From an optimization exercise on the open Yosys and OpenROAD flow, aimed at small area; shortcuts taken in it are not production practice.
Function was checked by simulation only, so behaviour that the tests miss may differ from the original. The flow treats the clock pin as an ideal source, which a real chip does not have.

== the baseline ==
==> flow/design.v (excerpt) <==
module jtag_dbg_top (
    input  logic tck,
    input  logic state_test_logic_reset,
    input  logic tms,
    input  logic tdi,
    output logic tdo
);
    localparam logic [3:0] EXIT2_DR = 4'h0, EXIT1_DR = 4'h1, SHIFT_DR = 4'h2, PAUSE_DR = 4'h3,
                           SEL_IR = 4'h4, UPDATE_DR = 4'h5, CAPTURE_DR = 4'h6, SEL_DR = 4'h7,
                           EXIT2_IR = 4'h8, EXIT1_IR = 4'h9, SHIFT_IR = 4'hA, PAUSE_IR = 4'hB,
                           RTI = 4'hC, UPDATE_IR = 4'hD, CAPTURE_IR = 4'hE, TLR = 4'hF;
    localparam logic [35:0] DBG_PORT_ID = 36'h0_1D0C_DB61;
    logic       rst;
    logic [3:0] st;
    logic [3:0] st_nx;
    logic       tap_rst;
    assign rst     = state_test_logic_reset;
    assign tap_rst = rst || (st == TLR);
    always_comb begin
        case (st)
            TLR:        st_nx = tms ? TLR : RTI;
            RTI:        st_nx = tms ? SEL_DR : RTI;
            SEL_DR:     st_nx = tms ? SEL_IR : CAPTURE_DR;
            CAPTURE_DR: st_nx = tms ? EXIT1_DR : SHIFT_DR;
            SHIFT_DR:   st_nx = tms ? EXIT1_DR : SHIFT_DR;
            EXIT1_DR:   st_nx = tms ? UPDATE_DR : PAUSE_DR;
            PAUSE_DR:   st_nx = tms ? EXIT2_DR : PAUSE_DR;
  ...
==> flow/config.mk <==
export PLATFORM = sky130hd
export DESIGN_NAME = jtag_dbg_top
export DESIGN_NICKNAME = jtag_dbg_top
export VERILOG_FILES = /design/flow/design.v
export SDC_FILE = /design/flow/constraint.sdc
export NUM_CORES = 4
export LEC_CHECK = 0
export CAP_MARGIN = 20
export CORE_MARGIN = 2
export CORE_UTILIZATION = 70
export PLACE_DENSITY = 0.8
export SLEW_MARGIN = 20
==> flow/constraint.sdc <==
create_clock -name core_clock -period 10.0 [get_ports {tck}]
set_input_delay 2.0000 -clock core_clock [delete_from_list [all_inputs] [get_ports {tck}]]
set_output_delay 2.0000 -clock core_clock [all_outputs]
set_load 0.01 [all_outputs]
standard.sh (not shown) runs the stock make flow with config.mk's settings and CLKGATE_MAP_FILE= SYNTH_SCRIPT=/design/flow/synth_recipe.tcl, a recipe that flattens the netlist after the stock synthesis.
==> flow/flow/run.sh <==
#!/bin/bash
# Own layout flow: the standard layout (standard.sh), with two changes:
#  - synthesis maps logic with flow/abc_area.script, an area-oriented ABC script
#    (the rest of synth_recipe.tcl, flip-flop mapping included, is unchanged);
#  - clock tree synthesis builds larger sink clusters and inserts no dummy loads.
set -euo pipefail
here=$(pwd)
{
  head -n 1 synth_recipe.tcl
  echo "proc abc {args} { set i [lsearch \$args -script]; yosys abc {*}[lreplace \$args \$i [expr {\$i + 1}] -script $here/flow/abc_area.script] }"
  tail -n +2 synth_recipe.tcl
} > own_synth.tcl
export CTS_ARGS="-sink_clustering_enable -repair_clock_nets -sink_clustering_size 30 -sink_clustering_max_diameter 70 -dont_use_dummy_load"
bash standard.sh SYNTH_SCRIPT=$here/own_synth.tcl finish > flow_make.log 2>&1
==> flow/flow/abc_area.script <==
strash
ifraig
scorr
dc2
balance
rewrite
refactor
balance
rewrite -z
refactor -z
strash
dch -f
map -a
diff inputs: the baseline => the candidate
--- a/flow/design.v
+++ b/flow/design.v
@@ -132,21 +132,22 @@
     logic              rd_now;   
     logic              rq_dtr_wr;
     logic [5:0]        ins_pos;
     logic [5:0]        rd_pos;
     logic [31:0]       wbus;
     logic [31:0]       wbus_c;   
     logic [15:0]       ins;      
     logic [15:0]       hold_n;   
     logic [15:0]       keep;     
     always_ff @(posedge tck) begin
-        ph <= ph + 6'd1;
+        if (rst) ph <= 6'd0;
+        else     ph <= ph + 6'd1;
     end
     assign clr       = rst || (clr_cnt != 2'd0);
     assign rq_dtr_wr = ir_c && rq_op == 3'd2 && rq_wr && !sel_fault;
     assign wr_now    = (rq_dtr_wr && (((st == EXIT1_DR || st == EXIT2_DR) && tms) || st == UPDATE_DR))
                     || (bwr && bcnt[1]);
     assign rd_now    = !clr && ((ir_c && !st[3] && st != SEL_IR && st != SEL_DR) || res_z || (busy && !bwr));
     assign ins_pos   = widx + ph + 6'd1;
     assign rd_pos    = widx + ph;
     assign wbus      = rq_data;
     assign wbus_c    = clr ? 32'h0 : rq_data;
Findings:
From the baseline to the candidate the numbers moved as follows: clock skew flat; routed wire length now smaller; global-route usage shows a reduction of 1.3 points; area added between synthesis and finish shows an increase of 0.38 points. Initial antenna violation count | the candidate above the baseline. Of the candidate and the baseline, the higher worst hold margin belongs to the baseline. Diff the candidate..the baseline | cell count after synthesis | negligible. Sort the candidate and the baseline by share of the cycle needed by the critical path after routing, descending, and the candidate comes first.

what the ideal ports hide:
How much do the figures lean on ideal ports? The routed layouts below were timed once more, with nothing changed but the port constraints. Step 1 sets driving cells, clkbuf_16 on the clock port and buf_2 on the other inputs (assumed; they add their load-dependent delay and slew). Step 2, shift: input delay + t, output delay - t, t = (earliest + latest rising clock arrival at the registers) / 2. This alone moves slack from input paths to output paths. a / b / c = no drivers / after step 1 / after step 2; a / b = the first two.
run	t (ns)	setup WS [ns]	hold WS [ns]	latest minus earliest clock arrival (ns)
the baseline	0.733	3.624 / 3.548 / 3.687	0.307 / 0.307 / 0.307	0.052 / 0.052
the candidate	0.720	3.193 / 3.121 / 3.427	0.298 / 0.298 / 0.298	0.053 / 0.053
After both steps every run listed still meets setup and hold.
